Source: an optimization exercise on an open RTL-to-GDS flow (aim: small area). Production flows keep margins and buffers that such runs may drop.
Function was checked by simulation only, so behaviour that the tests miss may differ from the original.
No activity file was given, so power comes from the tool's default toggle rates.

===== design/flow/design.v =====
`timescale 1ns/1ps
`default_nettype none
module desc_arbiter (
    input  logic          switch_clk,
    input  logic          arst_n_i,
    input  logic [3:0]    frame_eof_i,
    input  logic [191:0]  src_mac_i,
    input  logic [191:0]  dst_mac_i,
    input  logic [31:0]   start_ptr_i,
    output logic          desc_valid_o,
    output logic [1:0]    desc_port_o,
    output logic [47:0]   desc_src_mac_o,
    output logic [47:0]   desc_dst_mac_o,
    output logic [7:0]    desc_start_ptr_o
);
    localparam int unsigned NUM_PORTS = 4;
    localparam int unsigned PORT_W    = 2;
    logic [3:0]  pending_q;
    logic [47:0] src_q [NUM_PORTS-1:0];
    logic [47:0] dst_q [NUM_PORTS-1:0];
    logic [7:0]  ptr_q [NUM_PORTS-1:0];
    logic [1:0]  rr_ptr_q;
    logic [3:0]  grant;
    logic [1:0]  grant_port;
    logic [1:0]  scan_port;
    logic       found;
    always_ff @(posedge switch_clk) begin
        for (int unsigned p = 0; p < NUM_PORTS; p++) begin
            if (frame_eof_i[p]) begin
                src_q[p] <= src_mac_i[p*48 +: 48];
                dst_q[p] <= dst_mac_i[p*48 +: 48];
                ptr_q[p] <= start_ptr_i[p*8 +: 8];
            end
        end
    end
    always_comb begin
        grant      = '0;
        grant_port = rr_ptr_q;
        scan_port  = rr_ptr_q;
        found      = 1'b0;
        for (int unsigned i = 0; i < NUM_PORTS; i++) begin
            scan_port = PORT_W'((32'(rr_ptr_q) + i) % NUM_PORTS);
            if (!found && pending_q[scan_port]) begin
                found             = 1'b1;
                grant[scan_port]  = 1'b1;
                grant_port        = scan_port;
            end
        end
    end
    always_ff @(posedge switch_clk or negedge arst_n_i) begin
        if (!arst_n_i) begin
            pending_q    <= '0;
            rr_ptr_q     <= '0;
            desc_valid_o <= 1'b0;
        end else begin
            pending_q    <= frame_eof_i | (pending_q & ~grant);
            desc_valid_o <= found;
            if (found) begin
                rr_ptr_q <= PORT_W'((32'(grant_port) + 1) % NUM_PORTS);
            end
        end
    end
    always_ff @(posedge switch_clk) begin
        if (found) begin
            desc_port_o      <= grant_port;
            desc_src_mac_o   <= src_q[grant_port];
            desc_dst_mac_o   <= dst_q[grant_port];
            desc_start_ptr_o <= ptr_q[grant_port];
        end
    end
endmodule
`default_nettype wire
`timescale 1ns/1ps
`default_nettype none
module address_table (
    input  logic          switch_clk,
    input  logic          arst_n_i,
    input  logic          read_req_i,
    input  logic [47:0]   read_mac_i,
    output logic          hit_o,
    output logic [1:0]    read_port_o,
    input  logic          learn_req_i,
    input  logic [47:0]   learn_mac_i,
    input  logic [1:0]    learn_port_i
);
    localparam int unsigned TABLE_IDX_W = 4;
    localparam int unsigned TABLE_DEPTH = 1 << TABLE_IDX_W;
    logic [47:0] entry_mac  [TABLE_DEPTH-1:0];
    logic [1:0]  entry_port [TABLE_DEPTH-1:0];
    logic [TABLE_DEPTH-1:0]entry_valid_q;
    logic [TABLE_IDX_W-1:0]rd_idx;
    logic [TABLE_IDX_W-1:0]wr_idx;
    logic                   bypass;
    logic                   rd_hit;
    logic [1:0]  rd_port;
    assign rd_idx = read_mac_i[TABLE_IDX_W-1:0];
    assign wr_idx = learn_mac_i[TABLE_IDX_W-1:0];
    assign bypass = learn_req_i && (wr_idx == rd_idx);
    always_comb begin
        if (bypass) begin
            rd_hit  = (learn_mac_i == read_mac_i);
            rd_port = learn_port_i;
        end else begin
            rd_hit  = entry_valid_q[rd_idx] && (entry_mac[rd_idx] == read_mac_i);
            rd_port = entry_port[rd_idx];
        end
    end
    always_ff @(posedge switch_clk) begin
        if (learn_req_i) begin
            entry_mac[wr_idx]  <= learn_mac_i;
            entry_port[wr_idx] <= learn_port_i;
        end
    end
    always_ff @(posedge switch_clk or negedge arst_n_i) begin
        if (!arst_n_i) begin
            entry_valid_q <= '0;
            hit_o         <= 1'b0;
        end else begin
            if (learn_req_i) begin
                entry_valid_q[wr_idx] <= 1'b1;
            end
            hit_o <= read_req_i && rd_hit;
        end
    end
    always_ff @(posedge switch_clk) begin
        if (read_req_i) begin
            read_port_o <= rd_port;
        end
    end
endmodule
`default_nettype wire
`timescale 1ns/1ps
`default_nettype none
module forward_ctrl (
    input  logic          switch_clk,
    input  logic          arst_n_i,
    input  logic          desc_valid_i,
    input  logic [1:0]    desc_port_i,
    input  logic [47:0]   desc_src_mac_i,
    input  logic [47:0]   desc_dst_mac_i,
    input  logic [7:0]    desc_start_ptr_i,
    output logic          read_req_o,
    output logic [47:0]   read_mac_o,
    input  logic          hit_i,
    input  logic [1:0]    read_port_i,
    output logic          learn_req_o,
    output logic [47:0]   learn_mac_o,
    output logic [1:0]    learn_port_o,
    output logic [3:0]    push_o,
    output logic [7:0]    push_ptr_o
);
    localparam int unsigned NUM_PORTS = 4;
    localparam logic [47:0] BCAST_MAC = 48'hffff_ffff_ffff;
    localparam logic [1:0] FWD_UNICAST = 2'd0;
    localparam logic [1:0] FWD_FLOOD   = 2'd1;
    localparam logic [1:0] FWD_FILTER  = 2'd2;
    logic        s1_valid_q;
    logic [1:0]  s1_port_q;
    logic [47:0] s1_src_q;
    logic [47:0] s1_dst_q;
    logic [7:0]  s1_ptr_q;
    logic       s2_valid_q;
    logic [3:0]  s2_mask_q;
    logic [7:0]  s2_ptr_q;
    logic [1:0]  fwd;
    logic [3:0]  mask;
    logic [3:0]  ingress_bit;
    assign read_req_o = desc_valid_i;
    assign read_mac_o = desc_dst_mac_i;
    assign learn_req_o  = s1_valid_q;
    assign learn_mac_o  = s1_src_q;
    assign learn_port_o = s1_port_q;
    always_ff @(posedge switch_clk) begin
        if (desc_valid_i) begin
            s1_port_q <= desc_port_i;
            s1_src_q  <= desc_src_mac_i;
            s1_dst_q  <= desc_dst_mac_i;
            s1_ptr_q  <= desc_start_ptr_i;
        end
    end
    assign ingress_bit = NUM_PORTS'(1) << s1_port_q;
    always_comb begin
        if ((s1_dst_q == BCAST_MAC) || !hit_i) begin
            fwd = FWD_FLOOD;
        end else if (read_port_i == s1_port_q) begin
            fwd = FWD_FILTER;
        end else begin
            fwd = FWD_UNICAST;
        end
    end
    always_comb begin
        case (fwd)
            FWD_UNICAST: mask = NUM_PORTS'(1) << read_port_i;
            FWD_FLOOD:   mask = ~ingress_bit;
            default:     mask = '0;
        endcase
    end
    always_ff @(posedge switch_clk or negedge arst_n_i) begin
        if (!arst_n_i) begin
            s1_valid_q <= 1'b0;
            s2_valid_q <= 1'b0;
        end else begin
            s1_valid_q <= desc_valid_i;
            s2_valid_q <= s1_valid_q;
        end
    end
    always_ff @(posedge switch_clk) begin
        if (s1_valid_q) begin
            s2_mask_q <= mask;
            s2_ptr_q  <= s1_ptr_q;
        end
    end
    assign push_o     = s2_valid_q ? s2_mask_q : '0;
    assign push_ptr_o = s2_ptr_q;
endmodule
`default_nettype wire
`timescale 1ns/1ps
`default_nettype none
module voq (
    input  logic          switch_clk,
    input  logic          arst_n_i,
    input  logic          push_i,
    input  logic [7:0]    ptr_i,
    input  logic          pop_i,
    output logic [7:0]    ptr_o,
    output logic          ptr_valid_o,
    output logic          drop_o
);
    localparam int unsigned VOQ_DEPTH = 4;
    localparam int unsigned VOQ_IDX_W = $clog2(VOQ_DEPTH);
    localparam int unsigned VOQ_CNT_W = $clog2(VOQ_DEPTH + 1);
    logic [7:0]  mem [VOQ_DEPTH-1:0];
    logic [VOQ_IDX_W-1:0]wr_idx_q;
    logic [VOQ_IDX_W-1:0]rd_idx_q;
    logic [VOQ_CNT_W-1:0]count_q;
    logic                 do_push;
    logic                 do_pop;
    assign do_pop  = pop_i && (count_q != '0);
    assign do_push = push_i && ((32'(count_q) < VOQ_DEPTH) || do_pop);
    always_ff @(posedge switch_clk) begin
        if (do_push) begin
            mem[wr_idx_q] <= ptr_i;
        end
    end
    always_ff @(posedge switch_clk or negedge arst_n_i) begin
        if (!arst_n_i) begin
            wr_idx_q <= '0;
            rd_idx_q <= '0;
            count_q  <= '0;
            drop_o   <= 1'b0;
        end else begin
            if (do_push) begin
                wr_idx_q <= (32'(wr_idx_q) == VOQ_DEPTH - 1) ? '0 : wr_idx_q + 1'b1;
            end
            if (do_pop) begin
                rd_idx_q <= (32'(rd_idx_q) == VOQ_DEPTH - 1) ? '0 : rd_idx_q + 1'b1;
            end
            if (do_push && !do_pop) begin
                count_q <= count_q + 1'b1;
            end else if (do_pop && !do_push) begin
                count_q <= count_q - 1'b1;
            end
            drop_o <= push_i && !do_push;
        end
    end
    assign ptr_o       = mem[rd_idx_q];
    assign ptr_valid_o = (count_q != '0);
endmodule
`default_nettype wire
`timescale 1ns/1ps
`default_nettype none
module switch_core (
    input  wire         switch_clk,
    input  wire         arst_n_i,
    input  wire  [3:0]   frame_eof_i,
    input  wire  [191:0] src_mac_i,
    input  wire  [191:0] dst_mac_i,
    input  wire  [31:0]  start_ptr_i,
    input  wire  [3:0]   voq_pop_i,
    output wire  [31:0]  voq_ptr_o,
    output wire  [3:0]   voq_valid_o,
    output wire  [3:0]   voq_drop_o
);
    localparam int unsigned NUM_PORTS = 4;
    logic        desc_valid;
    logic [1:0]  desc_port;
    logic [47:0] desc_src_mac;
    logic [47:0] desc_dst_mac;
    logic [7:0]  desc_start_ptr;
    logic        read_req;
    logic [47:0] read_mac;
    logic        hit;
    logic [1:0]  read_port;
    logic        learn_req;
    logic [47:0] learn_mac;
    logic [1:0]  learn_port;
    logic [3:0]  voq_push;
    logic [7:0]  voq_push_ptr;
    desc_arbiter arb_inst (
        .switch_clk       (switch_clk),
        .arst_n_i         (arst_n_i),
        .frame_eof_i      (frame_eof_i),
        .src_mac_i        (src_mac_i),
        .dst_mac_i        (dst_mac_i),
        .start_ptr_i      (start_ptr_i),
        .desc_valid_o     (desc_valid),
        .desc_port_o      (desc_port),
        .desc_src_mac_o   (desc_src_mac),
        .desc_dst_mac_o   (desc_dst_mac),
        .desc_start_ptr_o (desc_start_ptr)
    );
    address_table addr_table (
        .switch_clk   (switch_clk),
        .arst_n_i     (arst_n_i),
        .read_req_i   (read_req),
        .read_mac_i   (read_mac),
        .hit_o        (hit),
        .read_port_o  (read_port),
        .learn_req_i  (learn_req),
        .learn_mac_i  (learn_mac),
        .learn_port_i (learn_port)
    );
    forward_ctrl translator_inst (
        .switch_clk       (switch_clk),
        .arst_n_i         (arst_n_i),
        .desc_valid_i     (desc_valid),
        .desc_port_i      (desc_port),
        .desc_src_mac_i   (desc_src_mac),
        .desc_dst_mac_i   (desc_dst_mac),
        .desc_start_ptr_i (desc_start_ptr),
        .read_req_o       (read_req),
        .read_mac_o       (read_mac),
        .hit_i            (hit),
        .read_port_i      (read_port),
        .learn_req_o      (learn_req),
        .learn_mac_o      (learn_mac),
        .learn_port_o     (learn_port),
        .push_o           (voq_push),
        .push_ptr_o       (voq_push_ptr)
    );
    for (genvar g = 0; g < NUM_PORTS; g++) begin : g_voq
        voq voq_inst (
            .switch_clk  (switch_clk),
            .arst_n_i    (arst_n_i),
            .push_i      (voq_push[g]),
            .ptr_i       (voq_push_ptr),
            .pop_i       (voq_pop_i[g]),
            .ptr_o       (voq_ptr_o[g*8 +: 8]),
            .ptr_valid_o (voq_valid_o[g]),
            .drop_o      (voq_drop_o[g])
        );
    end
endmodule
`default_nettype wire

===== design/flow/config.mk =====
export PLATFORM = sky130hd
export DESIGN_NAME = switch_core
export DESIGN_NICKNAME = switch_core
export VERILOG_FILES = /design/flow/design.v
export SDC_FILE = /design/flow/constraint.sdc
export NUM_CORES = 4
export LEC_CHECK = 0
export CAP_MARGIN = 20
export CORE_MARGIN = 2
export CORE_UTILIZATION = 40
export SLEW_MARGIN = 20

===== design/flow/constraint.sdc =====
create_clock -name core_clock -period 5.0 [get_ports {switch_clk}]
set_input_delay 1.0000 -clock core_clock [delete_from_list [all_inputs] [get_ports {switch_clk}]]
set_output_delay 1.0000 -clock core_clock [all_outputs]
set_load 0.01 [all_outputs]

===== design/flow/run.sh =====
#!/bin/bash
# synth_recipe.tcl (not shown) runs the flow's synth.tcl, then flattens the netlist and writes it again
# the make line also repeats each setting of config.mk as NAME=value (left out here)
make -C /OpenROAD-flow-scripts/flow DESIGN_CONFIG=/design/flow/config.mk WORK_HOME=/design/flow/orfs CLKGATE_MAP_FILE= SYNTH_SCRIPT=/design/flow/synth_recipe.tcl finish

==> results.sh, run 1 <==
export IMPL_cts_setup_buffers=0
export IMPL_setup_tns_ns=0
export IMPL_cts_path_max_buffers=3
export IMPL_arrival_ns=4.90
export IMPL_regArea_um2=48700
export IMPL_maxCapViolCount=0
export IMPL_min_period_ns=4.29
export IMPL_slew_headroom_pct=25.4
export IMPL_seq_power_share_pct=45.3
export IMPL_max_freq_mhz=233
export IMPL_hold_buffers=0
export IMPL_tightest_slew_ns=1.12
export IMPL_fin_skew_ns=0.0311
export IMPL_cts_tree="built"
export IMPL_drt_iter0_drc=3696
export IMPL_netlist_area_um2=62300
export IMPL_portBuffers=465
export IMPL_fillers=12514
export IMPL_core_um2=154000
export IMPL_ys_ff_latch=1632
export IMPL_ys_warn_count=7
export IMPL_clock_root_buffer="clkbuf_16"
export IMPL_htree_levels=4
export IMPL_num_vias=32152
export IMPL_gr_total_overflow=0
export IMPL_synth_cell_type_count=64
export IMPL_async_flop_share_pct=3.55
export IMPL_required_ns=5.62
export IMPL_die_area_um2=159000
export IMPL_power_density_nw_per_um2=679
export IMPL_final_antenna_net_count=0
export IMPL_initial_core_util_pct=40.3
export IMPL_row_count=144
export IMPL_synthDominantCellAreaShare_pct=75.7
export IMPL_fin_hold_ws_ns=0.152
export IMPL_avgRoutedWirePerCell_um=28.3
export IMPL_min_path_type="input pin to async pin"
export IMPL_irDropWorstVdd_v=0.000456
export IMPL_die_y_um=399
export IMPL_area_delta_synth_final_pct=21.1
export IMPL_cp_max_fo=43
export IMPL_ioPinCount=466
export IMPL_drt_pass1_iter_count=7
export IMPL_path_class="register to register"
export IMPL_startpoint_type="register"
export IMPL_yosysSeqAreaShare_pct=78.2
export IMPL_setup_viol=0
export IMPL_final_hold_viol_count=0
export IMPL_multi_input_area_um2=12500
export IMPL_ys_top_cells_by_area="edfxtp_1 76%, mux4_2 8.2%, mux2i_1 3.0%"
export IMPL_grt_pass1_wl_um=235000
export IMPL_power_frac_comb_pct=30.8
export IMPL_netlist_instances=3039
export IMPL_total_power_w=0.0512
export IMPL_p_sw_w=0.0173
export IMPL_routed_wl_um=165000
export IMPL_power_leakage_nw=25.8
export IMPL_nets=4108
export IMPL_crit_path_end_kind="register"
export IMPL_switching_share_pct=33.7
export IMPL_drive_above_1_share_pct=16.8
export IMPL_rsz0062_at_grt="no"
export IMPL_drv_slew=0
export IMPL_grt_pass1_vias=32693
export IMPL_p_clk_share_pct=23.9
export IMPL_antenna_found_initial=7
export IMPL_yosys_most_used_dff="edfxtp_1"
export IMPL_syn_area_per_cell_um2=20.5
export IMPL_drc_errors=0
export IMPL_viasPerCell=5.52
export IMPL_numClockSinks=1632
export IMPL_syn_nets=3510
export IMPL_dp_hpwl_um=109000
export IMPL_grt_total_usage_pct=20.7
export IMPL_clkLatencyLatePin_ns=0.79
export IMPL_place_congestion=0.912
export IMPL_cts_buffers=166
export IMPL_internal_power_w=0.0339
export IMPL_die_w_um=399
export IMPL_synth_edff_count=1570
export IMPL_cts_resized_gates=0
export IMPL_grt_max_degree=106
export IMPL_yosysTopAreaCell="edfxtp_1"
export IMPL_status="complete, no violations"
export IMPL_period_share_pct=85.8
export IMPL_path_clk_slew_ns=0.06
## cell usage after synthesis (35+ instances only)
cell	n
a222oi_1	109
clkbuf_1	64
dfrtp_1	58
edfxtp_1	1570
ha_1	41
inv_1	148
mux2i_1	184
mux4_2	226
nand2_1	56
nor2_1	39
o21ai_0	37
xnor2_1	35
xor2_1	79
## final timing paths
path | startpoint | end | slack, ns | cells past startpoint
min in group core_clock | arb_inst.desc_src_mac_o[11]$_DFFE_PN_ | translator_inst.s1_src_q[11]$_DFFE_PP_ | 0.41 | 0
worst max register to register | arb_inst.rr_ptr_q[0]$_DFFE_PN0N_ | arb_inst.desc_dst_mac_o[29]$_DFFE_PN_ | 0.71 | 14
max in group asynchronous | arst_n_i | g_voq[3].voq_inst.rd_idx_q[0]$_DFFE_PN0P_ | 3.94 | 2
worst min-delay path | arst_n_i | arb_inst.pending_q[1]$_DFF_PN0_ | 0.15 | 1
worst min register to register | arb_inst.desc_src_mac_o[11]$_DFFE_PN_ | translator_inst.s1_src_q[11]$_DFFE_PP_ | 0.41 | 0
worst max-delay path | arb_inst.rr_ptr_q[0]$_DFFE_PN0N_ | arb_inst.desc_dst_mac_o[29]$_DFFE_PN_ | 0.71 | 14
## layout by cell type (no fill, tap or decap), types with 56 or more instances in the layout
master and n:
xor2_1 79, mux2i_1 184, mux4_2 226, dfrtp_1 57, clkbuf_16 170, buf_4 87, clkdlybuf4s50_1 460, nand2_1 56
edfxtp_1 1570, a222oi_1 109, inv_1 146
## logic make-up after synthesis
kind of cell               synth area share [%]
DFF                                        78.2
adders and majority gates                 0.952
and+or+nand+nor                            1.95
muxes                                      11.5
buffers and inverters                      2.02
AOI/OAI and AO/OA                          3.79
xor gates and xnor gates                   1.60
## metrics by stage
stage	worst slack [ns]	instance area, um2	cells	util, %
3_3_place_gp	0.835	70000	5513	45.3
5_1_grt	0.467	75400	5822	48.8
6_report	0.711	75400	5826	48.8
4_1_cts	0.719	75400	5821	48.8
2_1_floorplan	0.666	62300	3039	-
3_5_place_dp	0.715	70000	5513	45.3
## routing by layer
metal	share of wire (%)	vias up	wire length, um	track usage (%)
met4	2.5	0	4170	5.93
met3	7.8	224	12900	3.74
met5	0	-	0	0
li1	-	13637	-	-
met1	41	16737	67200	28.5
met2	49	1554	80700	33.9
## flip-flops by register name, summed over array words and instances, names as in the netlist, 48 cells and up, named ones only
| name | count |
|---|---|
| translator_inst.s1_src_q | 48 |
| g_voq.voq_inst.mem | 128 |
| addr_table.entry_mac | 768 |
| translator_inst.s1_dst_q | 48 |
| arb_inst.dst_q | 192 |
| arb_inst.desc_src_mac_o | 48 |
| arb_inst.src_q | 192 |
| arb_inst.desc_dst_mac_o | 48 |
## critical path, cell delays in order (launching register included)
cell      delay [ns]
dfrtp_1         0.65
inv_1           0.19
ha_1            0.41
nor2_1          0.13
a21oi_1         0.08
or3_1           0.44
nor2_1          0.32
nor2_1          0.11
xnor2_1         0.13
buf_4           0.18
inv_1           0.16
ha_4            0.61
buf_4           0.31
a222oi_1        0.08
mux2i_1         0.21
## layout make-up
type | count | area share (%)
Inverter | 149 | 0.748
Antenna cell | 5 | 0.0166
Sequential cell | 1632 | 64.6
Timing Repair Buffer | 569 | 7.56
Tap cell | 2044 | 3.39
Clock buffer | 199 | 5.87
Clock inverter | 109 | 1.32
Multi-Input combinational cell | 1119 | 16.5
## power by group through the flow
stage | sequential [W] | combinational, W | clock [W]
final | 0.0232 | 0.0157 | 0.0123
after global routing | 0.0236 | 0.0168 | 0.0130
after CTS | 0.0233 | 0.0158 | 0.0124
after detailed placement | 0.0235 | 0.0158 | 0
after global placement | 0.0234 | 0.0155 | 0
after floorplan | 0.0216 | 0.0102 | 0
==> run 2: changes to the inputs <==
==> design/flow/design.v (replaced) <==
`timescale 1ns/1ps
`default_nettype none
module switch_core (
    input  wire         switch_clk,
    input  wire         arst_n_i,
    input  wire  [3:0]   frame_eof_i,
    input  wire  [191:0] src_mac_i,
    input  wire  [191:0] dst_mac_i,
    input  wire  [31:0]  start_ptr_i,
    input  wire  [3:0]   voq_pop_i,
    output wire  [31:0]  voq_ptr_o,
    output wire  [3:0]   voq_valid_o,
    output wire  [3:0]   voq_drop_o
);
    logic [47:0] src_q [3:0];
    logic [47:0] dst_q [3:0];
    logic [7:0]  ptr_q [3:0];
    logic [3:0]  pending_q;
    logic [1:0]  rr_ptr_q;
    always_ff @(posedge switch_clk) begin
        for (int p = 0; p < 4; p++) begin
            if (frame_eof_i[p]) begin
                src_q[p] <= src_mac_i[p*48 +: 48];
                dst_q[p] <= dst_mac_i[p*48 +: 48];
                ptr_q[p] <= start_ptr_i[p*8 +: 8];
            end
        end
    end
    logic [3:0] grant;
    logic [1:0] grant_port;
    logic       found;
    always_comb begin
        grant      = '0;
        grant_port = rr_ptr_q;
        found      = 1'b0;
        for (int i = 0; i < 4; i++) begin
            if (!found && pending_q[2'(rr_ptr_q + 2'(i))]) begin
                found                          = 1'b1;
                grant[2'(rr_ptr_q + 2'(i))]    = 1'b1;
                grant_port                     = 2'(rr_ptr_q + 2'(i));
            end
        end
    end
    logic       g1_valid_q;
    logic [1:0] g1_port_q;
    logic [3:0] g2_mask_q;
    logic [1:0] g2_port_q;
    logic [3:0] g3_mask_q;
    logic [7:0] g3_ptr_q;
    always_ff @(posedge switch_clk or negedge arst_n_i) begin
        if (!arst_n_i) begin
            pending_q  <= '0;
            rr_ptr_q   <= '0;
            g1_valid_q <= 1'b0;
        end else begin
            pending_q  <= frame_eof_i | (pending_q & ~grant);
            g1_valid_q <= found;
            if (found) rr_ptr_q <= grant_port + 2'd1;
        end
    end
    always_ff @(posedge switch_clk) begin
        g1_port_q <= grant_port;
        g2_port_q <= g1_port_q;
        g3_ptr_q  <= ptr_q[g2_port_q];
    end
    logic [43:0] tab_mac  [15:0];
    logic [1:0]  tab_port [15:0];
    logic [15:0] tab_valid_q;
    logic [47:0] lk_dst;
    logic [47:0] lk_src;
    logic        hit;
    logic [1:0]  hit_port;
    logic [3:0]  ingress_bit;
    logic [3:0]  mask;
    assign lk_dst      = dst_q[g1_port_q];
    assign lk_src      = src_q[g1_port_q];
    assign hit         = tab_valid_q[lk_dst[3:0]] && (tab_mac[lk_dst[3:0]] == lk_dst[47:4]);
    assign hit_port    = tab_port[lk_dst[3:0]];
    assign ingress_bit = 4'd1 << g1_port_q;
    always_comb begin
        if (!g1_valid_q)
            mask = '0;
        else if ((&lk_dst) || !hit)
            mask = ~ingress_bit;
        else if (hit_port == g1_port_q)
            mask = '0;
        else
            mask = 4'd1 << hit_port;
    end
    always_ff @(posedge switch_clk) begin
        if (g1_valid_q) begin
            tab_mac[lk_src[3:0]]  <= lk_src[47:4];
            tab_port[lk_src[3:0]] <= g1_port_q;
        end
    end
    always_ff @(posedge switch_clk or negedge arst_n_i) begin
        if (!arst_n_i) begin
            tab_valid_q <= '0;
            g2_mask_q   <= '0;
            g3_mask_q   <= '0;
        end else begin
            if (g1_valid_q) tab_valid_q[lk_src[3:0]] <= 1'b1;
            g2_mask_q <= mask;
            g3_mask_q <= g2_mask_q;
        end
    end
    for (genvar g = 0; g < 4; g++) begin : g_voq
        logic [7:0] mem [3:0];
        logic [1:0] wr_idx_q;
        logic [1:0] rd_idx_q;
        logic [2:0] count_q;
        logic       drop_q;
        logic       do_pop;
        logic       do_push;
        assign do_pop  = voq_pop_i[g] && (count_q != 3'd0);
        assign do_push = g3_mask_q[g] && (!count_q[2] || do_pop);
        always_ff @(posedge switch_clk) begin
            if (do_push) mem[wr_idx_q] <= g3_ptr_q;
        end
        always_ff @(posedge switch_clk or negedge arst_n_i) begin
            if (!arst_n_i) begin
                wr_idx_q <= '0;
                rd_idx_q <= '0;
                count_q  <= '0;
                drop_q   <= 1'b0;
            end else begin
                if (do_push) wr_idx_q <= wr_idx_q + 2'd1;
                if (do_pop)  rd_idx_q <= rd_idx_q + 2'd1;
                if (do_push && !do_pop)      count_q <= count_q + 3'd1;
                else if (do_pop && !do_push) count_q <= count_q - 3'd1;
                drop_q <= g3_mask_q[g] && !do_push;
            end
        end
        assign voq_ptr_o[g*8 +: 8] = mem[rd_idx_q];
        assign voq_valid_o[g]      = (count_q != 3'd0);
        assign voq_drop_o[g]       = drop_q;
    end
endmodule
`default_nettype wire
==> results.sh, run 2 <==
export IMPL_final_hold_viol_count=0
export IMPL_yosysSeqAreaShare_pct=75.8
export IMPL_grt_pass1_vias=28704
export IMPL_drive_above_1_share_pct=15.0
export IMPL_layout_common_cells="1,280 x edfxtp_1, 460 x clkdlybuf4s50_1, 300 x mux2i_1"
export IMPL_reg2reg_to="g2_mask_q[1]$_DFF_PN0_"
export IMPL_fin_skew_ns=0.0402
export IMPL_slew_headroom_pct=25.5
export IMPL_rsz0062_at_grt="no"
export IMPL_maxCapViolCount=0
export IMPL_core_um2=132000
export IMPL_path_clk_slew_ns=0.06
export IMPL_ioPinCount=466
export IMPL_syn_nets=3204
export IMPL_die_y_um=368
export IMPL_drc_errors=0
export IMPL_netlist_instances=2742
export IMPL_gr_total_overflow=0
export IMPL_cts_setup_buffers=0
export IMPL_stdcell_count=5192
export IMPL_htree_levels=4
export IMPL_regArea_um2=40300
export IMPL_num_vias=28094
export IMPL_grt_pass1_wl_um=207000
export IMPL_r2r_cells=10
export IMPL_cp_max_fo=18
export IMPL_max_freq_mhz=223
export IMPL_startpoint_type="register"
export IMPL_fin_area_um2=64900
export IMPL_initial_core_util_pct=40.3
export IMPL_crit_path_end_kind="register"
export IMPL_final_antenna_net_count=0
export IMPL_ys_ff_latch=1355
export IMPL_routed_wl_um=145000
export IMPL_worstReg2RegStart="g1_port_q[1]$_DFF_P_"
export IMPL_ys_top_cells_by_area="edfxtp_1 72%, mux4_2 6.7%, mux2i_1 5.7%"
export IMPL_synth_edff_count=1280
export IMPL_fillers=10801
export IMPL_synth_cell_type_count=59
export IMPL_die_area_um2=136000
export IMPL_die_w_um=368
export IMPL_fin_util_pct=49.3
export IMPL_portBuffers=465
export IMPL_grt_total_usage_pct=21.3
export IMPL_nets=3775
export IMPL_numClockSinks=1355
export IMPL_row_count=133
export IMPL_min_period_ns=4.48
export IMPL_clock_root_buffer="clkbuf_16"
export IMPL_power_leakage_nw=22.2
export IMPL_viasPerCell=5.41
export IMPL_cts_buffers=148
export IMPL_dp_cells=4918
export IMPL_power_density_nw_per_um2=672
export IMPL_syn_area_per_cell_um2=19.4
export IMPL_clkLatencyLatePin_ns=0.77
export IMPL_irDropWorstVdd_v=0.000471
export IMPL_setup_tns_ns=0
export IMPL_netlist_area_um2=53100
export IMPL_period_share_pct=89.7
export IMPL_place_congestion=0.867
export IMPL_arrival_ns=5.07
export IMPL_cts_path_max_buffers=3
export IMPL_status="complete, no violations"
export IMPL_setup_viol=0
export IMPL_cts_resized_gates=0
export IMPL_path_class="register to register"
export IMPL_area_delta_synth_final_pct=22.2
export IMPL_drv_slew=0
export IMPL_hold_buffers=0
export IMPL_ys_warn_count=4
export IMPL_dpl_cell_area_um2=60200
export IMPL_layout_commonest_cell="edfxtp_1"
export IMPL_r2r_setup_slack_ns=0.52
export IMPL_yosys_most_used_dff="edfxtp_1"
export IMPL_grt_max_degree=107
export IMPL_synthTopCellsByCount="1,280 x edfxtp_1, 300 x mux2i_1, 159 x mux4_2"
export IMPL_required_ns=5.58
export IMPL_synthDominantCellAreaShare_pct=72.4
export IMPL_min_path_type="input pin to async pin"
export IMPL_drt_pass1_iter_count=6
export IMPL_tightest_slew_ns=1.12
export IMPL_dp_hpwl_um=92300
export IMPL_async_flop_share_pct=4.65
export IMPL_avgRoutedWirePerCell_um=27.9
export IMPL_largest_reg_flops=704
export IMPL_antenna_found_initial=5
export IMPL_setup_worst_path_end="g2_mask_q[1]$_DFF_PN0_"
export IMPL_yosysMostFrequentCell="edfxtp_1"
export IMPL_cp_startpoint="g1_port_q[1]$_DFF_P_"
export IMPL_drt_iter0_drc=2569
export IMPL_yosysTopAreaCell="edfxtp_1"
export IMPL_multi_input_area_um2=12200
export IMPL_cts_tree="built"
==> run 2: changes by cell type after synthesis, sizes merged, moves of 67 or more <==
cell    change
nand2      +67
a222oi    -105
mux2i     +116
edfxtp    -290
mux4       -67
inv       -124
==> run 2: layout make-up <==
cell class | instances | area share [%]
clock inverter | 77 | 1.13
tap | 1755 | 3.39
multi-input combinational | 1237 | 18.8
sequential | 1355 | 62.1
inverter | 24 | 0.139
antenna | 3 | 0.0116
timing repair buffer | 547 | 8.32
clock buffer | 194 | 6.14
==> run 2: power by group <==
part / switching (W) / internal, W / total [W]
logic: 0.00999 / 0.00575 / 0.0157
registers: 0.00100 / 0.0162 / 0.0172
clock network: 0.00453 / 0.00607 / 0.0106
total: 0.0155 / 0.0281 / 0.0436
==> run 2: layer usage <==
layer  global-route usage, %  part of all wire (%)  routed length, um
met5                       0                0.0090                 13
met2                    35.8                    50              72300
met1                    28.5                    42              60200
met4                    5.99                   2.5               3610
met3                    3.49                   6.1               8820
==> run 2: kinds of logic (layout without fill, tap and decap cells) <==
kind of cell / Yosys count / count (layout) / synth area share, %
other: 0 / 3 / 0
muxes: 490 / 490 / 13.1
AOI/OAI and AO/OA: 252 / 252 / 3.51
buffers and inverters: 150 / 842 / 1.44
adders and majority gates: 36 / 36 / 0.905
and+or+nand+nor: 316 / 316 / 2.89
xor gates and xnor gates: 143 / 143 / 2.36
DFF: 1355 / 1355 / 75.8
==> run 2: per-stage QoR <==
stage	worst slack [ns]	hold slack [ns]	power, W
2_1_floorplan	0.263	0.331	0.0267
3_3_place_gp	0.612	0.342	0.0331
5_1_grt	0.449	0.351	0.0453
3_5_place_dp	0.620	0.337	0.0332
6_report	0.517	0.326	0.0436
4_1_cts	0.604	0.326	0.0439
==> run 2: critical path, stage by stage, from the launching register on <==
cell      delay [ns]
dfxtp_4         0.43
mux4_4          0.86
and2b_1         0.49
a221oi_1        0.68
xor2_1          0.15
nor4_1          0.54
a21oi_1         0.19
or3_1           0.40
nor4_2          0.21
buf_4           0.23
a221oi_1        0.09
==> run 2: worst min-delay path by stage <==
stage | from | to | cells after the start
2_1_floorplan | g2_mask_q[0]$_DFF_PN0_ | g3_mask_q[0]$_DFF_PN0_ | 0
3_3_place_gp | g2_mask_q[2]$_DFF_PN0_ | g3_mask_q[2]$_DFF_PN0_ | 0
3_5_place_dp | g2_mask_q[2]$_DFF_PN0_ | g3_mask_q[2]$_DFF_PN0_ | 0
4_1_cts | arst_n_i | g_voq[0].count_q[2]$_DFFE_PN0P_ | 1
5_1_grt | g2_mask_q[2]$_DFF_PN0_ | g3_mask_q[2]$_DFF_PN0_ | 0
6_report | arst_n_i | g_voq[0].count_q[2]$_DFFE_PN0P_ | 1

what the ideal ports hide:
In the flow no input, the clock included, has a driving cell. The finished layouts below were timed again as built, in two steps. Step 1 sets driving cells, clkbuf_16 on the clock port and buf_2 on the other inputs (assumed; they add their load-dependent delay and slew). Step 2, shift: input delay + t, output delay - t, t = (earliest + latest rising clock arrival at the registers) / 2. This alone moves slack from input paths to output paths. Slacks: ideal ports / drivers / drivers and shift; pairs: ideal ports / drivers.
run	shift t [ns]	setup WS [ns]	worst register clock-pin slew, ns
run 1	0.853	0.711 / 0.711 / 0.711	0.07 / 0.07
run 2	0.831	0.517 / 0.517 / 0.517	0.06 / 0.06
After both steps every run listed still meets setup and hold.
